Source: an optimization exercise on an open RTL-to-GDS flow (aim: small area). Production flows keep margins and buffers that such runs may drop. In this exercise RTL edits were held to simulation tests only and were not proved equivalent to the original.

==> run a <==
## pong_top
module pong_top (
  input  logic                       ball_clk,
  input  logic                       reset,
  input  logic [3:0]                 direction_switch,
  input  logic                       start_game,
  output logic [143:0]               paddles,
  output pong_geom_pkg::point_t      ball,
  output pong_play_pkg::dir_t        ball_dir,
  output pong_play_pkg::game_state_t state
);
  logic [19:0]         base_y;
  logic [1:0]          merged;
  pong_play_pkg::hit_t hit;
  logic                serve;
  pong_play_pkg::dir_t serve_dir;
  paddle_bank u_paddle_bank (
    .ball_clk         (ball_clk),
    .reset            (reset),
    .direction_switch (direction_switch),
    .base_y           (base_y),
    .merged           (merged),
    .paddles          (paddles)
  );
  paddle_hit_detect u_paddle_hit_detect (
    .base_y (base_y),
    .merged (merged),
    .ball   (ball),
    .hit    (hit)
  );
  ball_motion u_ball_motion (
  ...
==> module paddle_bank, before the edit <==
module paddle_bank (
  input  logic         ball_clk,
  input  logic         reset,
  input  logic [3:0]   direction_switch,
  output logic [19:0]  base_y,   
  output logic [1:0]   merged,   
  output logic [143:0] paddles
);
  localparam logic [71:0] pad_x = {12'd590, 12'd50, 12'd490, 12'd150, 12'd490, 12'd150};
  for (genvar t = 0; t < 2; t++) begin : g_team
    logic [9:0]  y;
    logic        m;
    logic        go_down, go_up, at_ceil, at_floor;
    logic [11:0] y_nxt;
    assign go_down  = direction_switch[2*t] & ~direction_switch[2*t+1];
    assign go_up    = direction_switch[2*t+1] & ~direction_switch[2*t];
    assign at_ceil  = m ? (y == 10'd555) : (y == 10'd315);
    assign at_floor = (y == 10'd0);
    assign y_nxt = go_up ? pong_geom_pkg::step12({2'b00, y}, 1'b1, 1'b1) : pong_geom_pkg::step12({2'b00, y}, go_down, 1'b0);
    always_ff @(posedge ball_clk or negedge reset) begin
      if (!reset) begin
        y <= 10'd120;
        m <= 1'b0;
      end else if (go_down & at_ceil) begin
        y <= 10'd0;
        m <= 1'b1;
      end else if (go_up & at_floor) begin
        y <= 10'd555;
        m <= 1'b1;
      end else begin
        y <= y_nxt[9:0];
      end
    end
    logic       s;
    logic [9:0] y_240, y_120;
    assign s = ~m;
    for (genvar i = 0; i < 10; i++) begin : g_add
      if (i < 4) begin : g_lo240
        assign y_240[i] = y[i];
      end else if (i == 4) begin : g_first240
        assign y_240[i] = y[i] ^ s;
      end else if (i < 8) begin : g_mid240
        assign y_240[i] = y[i] ^ (s & ~(|y[i-1:4]));
      end else begin : g_hi240
        assign y_240[i] = y[i] ^ (s & (|y[7:4]) & (&y[i-1:8] | (i == 8)));
      end
      if (i < 3) begin : g_lo120
        assign y_120[i] = y[i];
      end else if (i == 3) begin : g_first120
        assign y_120[i] = y[i] ^ s;
      end else if (i < 7) begin : g_mid120
        assign y_120[i] = y[i] ^ (s & ~(|y[i-1:3]));
      end else begin : g_hi120
        assign y_120[i] = y[i] ^ (s & (|y[6:3]) & (&y[i-1:7] | (i == 7)));
      end
    end
    assign base_y[10*t +: 10] = y;
    assign merged[t]          = m;
    assign paddles[24*t +: 24]     = {pad_x[12*(t) +: 12], 2'b00, y};
    assign paddles[24*(t+2) +: 24] = {pad_x[12*(t+2) +: 12], 2'b00, y_240};
    assign paddles[24*(t+4) +: 24] = {pad_x[12*(t+4) +: 12], 2'b00, y_120};
  end
endmodule
==> flow/config.mk <==
export PLATFORM = sky130hd
export DESIGN_NAME = pong_top
export DESIGN_NICKNAME = pong_top
export VERILOG_FILES = /design/flow/design.v
export SDC_FILE = /design/flow/constraint.sdc
export NUM_CORES = 4
export LEC_CHECK = 0
export CAP_MARGIN = 20
export CORE_MARGIN = 2
export CORE_UTILIZATION = 40
export CTS_BUF_LIST = sky130_fd_sc_hd__clkbuf_2 sky130_fd_sc_hd__clkbuf_4 sky130_fd_sc_hd__clkbuf_8
export SLEW_MARGIN = 20
==> flow/constraint.sdc <==
create_clock -name core_clock -period 8.0 [get_ports {ball_clk}]
set_input_delay 1.6000 -clock core_clock [delete_from_list [all_inputs] [get_ports {ball_clk}]]
set_output_delay 1.6000 -clock core_clock [all_outputs]
set_load 0.01 [all_outputs]
standard.sh (not shown) runs the stock make flow with config.mk's settings and CLKGATE_MAP_FILE= SYNTH_SCRIPT=/design/flow/synth_recipe.tcl, a recipe that flattens the netlist after the stock synthesis.
==> flow/flow/run.sh <==
#!/bin/bash
# The standard layout (the standard.sh, unchanged synthesis), with
# three placement choices: ports buffered with the smallest buffer, constant
# outputs left on the single tie cells that synthesis made, and gates sized
# down to drive 1 after floorplanning (repair sizes them up where needed).
set -euo pipefail
export BUFFER_PORTS_ARGS="-buffer_cell sky130_fd_sc_hd__buf_1"
export SKIP_REPAIR_TIE_FANOUT=1
export POST_FLOORPLAN_TCL="$PWD/flow/downsize.tcl"
bash standard.sh > standard.log 2>&1
==> flow/flow/downsize.tcl <==
# After floorplan: give every combinational cell the smallest drive strength
# of its own function. Synthesis sized some gates for loads they no longer
# see; the later repair steps size up again wherever timing needs it.
set lib_cells {}
foreach inst [get_cells *] {
  set master [get_property $inst ref_name]
  if { ![regexp {^(sky130_fd_sc_hd__)([a-z0-9]+)_([0-9]+)$} $master -> pfx base drive] } { continue }
  if { [string match "df*" $base] || [string match "sdf*" $base] || $base eq "conb"
       || [string match "tap*" $base] || [string match "clkbuf" $base] || [string match "clkinv*" $base] } { continue }
  set best ""
  set best_area 1e9
  foreach cand [get_lib_cells "*/${pfx}${base}_*"] {
    set cname [get_property $cand name]
    if { ![regexp "^${pfx}${base}_\[0-9\]+\$" $cname] } { continue }
    set a [get_property $cand area]
    if { $a < $best_area } { set best_area $a; set best $cname }
  }
  if { $best ne "" && $best ne $master } {
    puts "downsize [get_property $inst full_name] $master -> $best"
    replace_cell $inst $best
  }
}
==> inputs of run b, as changes to run a <==
--- a/flow/design.v
+++ b/flow/design.v
@@ -103,13 +103,13 @@
     logic [9:0]  y;
     logic        m;
     logic        go_down, go_up, at_ceil, at_floor;
     logic [11:0] y_nxt;
     assign go_down  = direction_switch[2*t] & ~direction_switch[2*t+1];
     assign go_up    = direction_switch[2*t+1] & ~direction_switch[2*t];
-    assign at_ceil  = m ? (y == 10'd555) : (y == 10'd315);
+    assign at_ceil  = y[5] & y[3] & y[1] & y[0] & (m ? y[9] : y[8] & y[4]);
     assign at_floor = (y == 10'd0);
     assign y_nxt = go_up ? pong_geom_pkg::step12({2'b00, y}, 1'b1, 1'b1) : pong_geom_pkg::step12({2'b00, y}, go_down, 1'b0);
     always_ff @(posedge ball_clk or negedge reset) begin
       if (!reset) begin
         y <= 10'd120;
         m <= 1'b0;
@@ -243,13 +243,12 @@
   end
 endmodule
 module ball_motion (
   input  logic                       ball_clk,
   input  logic                       reset,
   input  pong_play_pkg::game_state_t state,
-  input  logic                       serve,
   input  pong_play_pkg::dir_t        serve_dir,
   input  pong_play_pkg::hit_t        hit,
   output pong_geom_pkg::point_t      ball,
   output pong_play_pkg::dir_t        ball_dir
 );
   logic [2:0]  d;
@@ -265,60 +264,57 @@
   assign yflip = (up & (ball.y == 12'sd0)) | (down & (ball.y == 12'sd480));
   logic [2:0] dlo;
   logic [2:0] xlo;
   logic       clo;
   logic [11:0] xhi;
   assign neg = hit.valid ? ~hit.back : left;
-  assign dlo = {mv & (hit.valid ^ neg), mv & neg, mv};
+  assign dlo = {hit.valid ^ neg, neg, 1'b1};
   always_comb begin
     logic c;
     c = 1'b0;
     for (int i = 0; i < 3; i++) begin
       xlo[i] = ball.x[i] ^ dlo[i] ^ c;
       c      = (ball.x[i] & dlo[i]) | (c & (ball.x[i] | dlo[i]));
     end
     clo = c;
   end
-  assign xhi = pong_geom_pkg::step12({3'b000, ball.x[11:3]}, mv & (clo ^ neg), neg);
+  assign xhi = pong_geom_pkg::step12({3'b000, ball.x[11:3]}, clo ^ neg, neg);
   assign sx  = {1'b0, xhi[8:0], xlo};
-  assign sy  = {1'b0, pong_geom_pkg::step12(ball.y, mv & (up | down), up)};
+  assign sy  = {1'b0, up ? pong_geom_pkg::step12(ball.y, 1'b1, 1'b1) : pong_geom_pkg::step12(ball.y, down, 1'b0)};
   always_comb begin
     if (hit.valid)  nd = {hit.zone == pong_play_pkg::zone_centre,
                           hit.zone == pong_play_pkg::zone_lower, ~hit.back};
     else if (xflip) nd = d ^ 3'd1;
     else if (yflip) nd = d ^ 3'd3;
     else            nd = d;
   end
   always_ff @(posedge ball_clk or negedge reset) begin
     if (!reset) begin
       ball     <= {12'sd320, 12'sd240};
       ball_dir <= pong_play_pkg::dir_up_right;
-    end else if (serve) begin  
+    end else if (mv) begin
+      ball     <= {sx[11:0], sy[11:0]};
+      ball_dir <= pong_play_pkg::dir_t'(nd);
+    end else begin
       ball     <= {12'sd320, 12'sd240};
       ball_dir <= serve_dir;
-    end else begin
-      ball     <= {sx[11:0], sy[11:0]};
-      ball_dir <= mv ? pong_play_pkg::dir_t'(nd) : ball_dir;
     end
   end
 endmodule
 module game_fsm (
   input  logic                       ball_clk,
   input  logic                       reset,
   input  logic                       start_game,  
   input  pong_geom_pkg::point_t      ball,
   output pong_play_pkg::game_state_t state,
-  output logic                       serve,       
   output pong_play_pkg::dir_t        serve_dir
 );
   logic goal;
   assign goal = (state == pong_play_pkg::st_play) &
                 pong_geom_pkg::cgt(ball.y, pong_geom_pkg::goal_y_lo) & pong_geom_pkg::clt(ball.y, pong_geom_pkg::goal_y_hi) &
                 (pong_geom_pkg::clt(ball.x, pong_geom_pkg::goal_x_lo) | pong_geom_pkg::cgt(ball.x, pong_geom_pkg::goal_x_hi));
-  assign serve = (state == pong_play_pkg::st_idle) &
-                 ~(~ball.x[11] & ~ball.x[10] & ~ball.x[9] & ball.x[8]);
   always_ff @(posedge ball_clk or negedge reset) begin
     if (!reset) begin
       state     <= pong_play_pkg::st_idle;
       serve_dir <= pong_play_pkg::dir_up_right;
     end else begin
       case (state)
@@ -348,13 +344,12 @@
   output pong_play_pkg::dir_t        ball_dir,
   output pong_play_pkg::game_state_t state
 );
   logic [19:0]         base_y;
   logic [1:0]          merged;
   pong_play_pkg::hit_t hit;
-  logic                serve;
   pong_play_pkg::dir_t serve_dir;
   paddle_bank u_paddle_bank (
     .ball_clk         (ball_clk),
     .reset            (reset),
     .direction_switch (direction_switch),
     .base_y           (base_y),
@@ -368,22 +363,20 @@
     .hit    (hit)
   );
   ball_motion u_ball_motion (
     .ball_clk  (ball_clk),
     .reset     (reset),
     .state     (state),
-    .serve     (serve),
     .serve_dir (serve_dir),
     .hit       (hit),
     .ball      (ball),
     .ball_dir  (ball_dir)
   );
   game_fsm u_game_fsm (
     .ball_clk   (ball_clk),
     .reset      (reset),
     .start_game (start_game),
     .ball       (ball),
     .state      (state),
-    .serve      (serve),
     .serve_dir  (serve_dir)
   );
 endmodule
==> flow/flow/run.sh (replaced) <==
#!/bin/bash
# The standard layout (the standard.sh, unchanged synthesis), with these
# layout choices: ports buffered with the smallest buffer; constant outputs
# left on the single tie cells that synthesis made; after floorplanning, the
# combinational logic re-mapped for area by OpenROAD's restructure and every
# gate sized down to drive 1 (later repair sizes up where timing needs it);
# and no dummy clock loads in the clock tree.
set -euo pipefail
# restructure's ABC run reads a liberty file; give it one without the
# platform's don't-use cells
python3 flow/filter_lib.py "$FLOW_HOME/platforms/$FLOW_PLATFORM/lib/sky130_fd_sc_hd__tt_025C_1v80.lib" \
  "$PWD/restructure.lib" > filter_lib.log 2>&1
export RESTRUCTURE_LIB="$PWD/restructure.lib"
export BUFFER_PORTS_ARGS="-buffer_cell sky130_fd_sc_hd__buf_1"
export SKIP_REPAIR_TIE_FANOUT=1
export POST_FLOORPLAN_TCL="$PWD/flow/resynth.tcl"
export CTS_ARGS="-sink_clustering_enable -repair_clock_nets -dont_use_dummy_load -buf_list {sky130_fd_sc_hd__clkbuf_2 sky130_fd_sc_hd__clkbuf_4 sky130_fd_sc_hd__clkbuf_8}"
bash standard.sh > standard.log 2>&1
==> flow/flow/filter_lib.py (new file) <==
"""Copy a liberty file without the cells the platform marks don't-use
(sky130hd: the lpflow_* and probe* cells), for restructure's ABC run.
usage: python3 filter_lib.py IN.lib OUT.lib"""
import re
import sys

src = open(sys.argv[1]).read()
out = []
pos = 0
for m in re.finditer(r'\n\s*cell\s*\(\s*"?([\w]+)"?\s*\)\s*\{', src):
    if m.start() < pos:
        continue
    name = m.group(1)
    # find the end of this cell's block by brace matching
    depth = 0
    i = m.end() - 1
    while True:
        ch = src[i]
        if ch == '{':
            depth += 1
        elif ch == '}':
            depth -= 1
            if depth == 0:
                break
        i += 1
    if re.search(r'lpflow|probe', name):
        out.append(src[pos:m.start()])
        pos = i + 1
out.append(src[pos:])
open(sys.argv[2], 'w').write(''.join(out))
==> flow/flow/resynth.tcl (new file) <==
# After floorplan: drop synthesis's buffers, let OpenROAD's restructure
# re-map the combinational logic for area (registers are left as they are),
# then give every gate the smallest drive strength of its function. The
# later repair steps size up or buffer wherever timing or slew need it.
set_dont_use $::env(DONT_USE_CELLS)
remove_buffers
set work_dir [file join $::env(OBJECTS_DIR) restructure]
file mkdir $work_dir
restructure -target area \
  -liberty_file $::env(RESTRUCTURE_LIB) \
  -tielo_port [join $::env(TIELO_CELL_AND_PORT) /] \
  -tiehi_port [join $::env(TIEHI_CELL_AND_PORT) /] \
  -work_dir $work_dir \
  -abc_logfile [file join $work_dir abc.log]
source [file join [file dirname [info script]] downsize.tcl]
==> inputs of run c, as changes to run a <==
--- a/flow/design.v
+++ b/flow/design.v
@@ -105,13 +105,13 @@
     logic        go_down, go_up, at_ceil, at_floor;
     logic [11:0] y_nxt;
     assign go_down  = direction_switch[2*t] & ~direction_switch[2*t+1];
     assign go_up    = direction_switch[2*t+1] & ~direction_switch[2*t];
     assign at_ceil  = m ? (y == 10'd555) : (y == 10'd315);
     assign at_floor = (y == 10'd0);
-    assign y_nxt = go_up ? pong_geom_pkg::step12({2'b00, y}, 1'b1, 1'b1) : pong_geom_pkg::step12({2'b00, y}, go_down, 1'b0);
+    assign y_nxt = pong_geom_pkg::step12({2'b00, y}, go_up | go_down, go_up);
     always_ff @(posedge ball_clk or negedge reset) begin
       if (!reset) begin
         y <= 10'd120;
         m <= 1'b0;
       end else if (go_down & at_ceil) begin
         y <= 10'd0;
==> flow/flow/run.sh (replaced) <==
#!/bin/bash
# The standard layout (the standard.sh, unchanged synthesis), with two
# placement choices: ports buffered with the smallest buffer, and constant
# outputs left on the single tie cells that synthesis made.
set -euo pipefail
export BUFFER_PORTS_ARGS="-buffer_cell sky130_fd_sc_hd__buf_1"
export SKIP_REPAIR_TIE_FANOUT=1
bash standard.sh > standard.log 2>&1
==> flow/config.mk (replaced) <==
export PLATFORM = sky130hd
export DESIGN_NAME = pong_top
export DESIGN_NICKNAME = pong_top
export VERILOG_FILES = /design/flow/design.v
export SDC_FILE = /design/flow/constraint.sdc
export NUM_CORES = 4
export LEC_CHECK = 0
export CAP_MARGIN = 20
export CORE_MARGIN = 2
export CORE_UTILIZATION = 65
export CTS_BUF_LIST = sky130_fd_sc_hd__clkbuf_2 sky130_fd_sc_hd__clkbuf_4 sky130_fd_sc_hd__clkbuf_8
export PLACE_DENSITY = 0.75
export SLEW_MARGIN = 20
removed: flow/flow/downsize.tcl
==> comparison <==
The highest final cell count belongs to run b, the lowest to run c.
Register-to-register slack, highest first: run b, run c, run a.
Via count: run a is lower than run c (3.9%).
In run b the setup slack is better than in run c, by 0.40 ns.
Critical path depth: run b is higher than run a (11).
Die area: run a is higher than run b (1.8%).
Against run c, the wire length of run a is smaller by 1.8%.
Run b finished clean. Run c completed with no timing, DRC or antenna violations. Run a produced a clean layout.
Synthesized cell count, highest first: run c, run a, run b.
==> figures <==
                                                                      run b                    run c                    run a
Status                                              complete, no violations  complete, no violations  complete, no violations
Inverter count                                                          109                       41                       40
Setup skew after layout                                          0.02218 ns              0.008949 ns               0.01217 ns
Timing-limited maximum frequency                                 0.1419 GHz               0.1342 GHz               0.1307 GHz
Met1 routing resource usage after global routing                     25.83%                   37.49%                   24.83%
Vias per std cell                                                     5.460                    6.036                    5.541
Min-Delay Endpoint                                u_ball_motion.ball_dir[0]  u_game_fsm.serve_dir[0]    u_ball_motion.ball[5]
Relative slew slack                                                  52.91%                   39.29%                   37.93%
Number of distinct library cells after synthesis                         66                       69                       69
Number of cells in the design after placement                           881                      800                      838
Most common cell type on the critical path          sky130_fd_sc_hd__nor2_1    sky130_fd_sc_hd__fa_1    sky130_fd_sc_hd__fa_1
Final standard cell utilization of the core                          37.40%                   62.85%                   39.01%
Clock period minus worst slack                                     7.047 ns                 7.449 ns                 7.653 ns
Final std cells w/o fill                                                886                      808                      846
Core Region                                                     13240 sq um               8636 sq um              13720 sq um
Least setup slack across all paths after layout                   0.9531 ns                0.5507 ns                0.3465 ns

## afterwards: timing with drivers on the ports
The flow's constraints put no driver on any port. The routed layouts listed below were extracted and timed again, unchanged, in two steps. Step 1 (the two cells are an assumption about what drives the block):
set clk [get_ports {ball_clk}]
set_driving_cell -lib_cell sky130_fd_sc_hd__clkbuf_16 $clk
set_driving_cell -lib_cell sky130_fd_sc_hd__buf_2 [delete_from_list [all_inputs] $clk]
Step 2 times the ports against the registers' clock, not the clock port: input delays grow and output delays shrink by t, the midpoint of the rising clock arrivals with the driver on. Three values: ideal, step 1, step 2; two values: the first two.
| run | shift t [ns] | setup slack, ns | worst hold slack (ns) | slew at the worst register clock pin (ns) | worst data-port slew with drivers (ns) |
|---|---|---|---|---|---|
| run a | 0.362 | 0.347 / 0.347 / 0.347 | 0.560 / 0.560 / 0.560 | 0.11 / 0.11 | 0.03 |
| run b | 0.335 | 0.953 / 0.953 / 0.953 | 0.522 / 0.522 / 0.522 | 0.10 / 0.10 | 0.03 |
| run c | 0.342 | 0.551 / 0.551 / 0.551 | 0.581 / 0.581 / 0.581 | 0.10 / 0.10 | 0.03 |
After both steps every run listed still meets setup and hold.
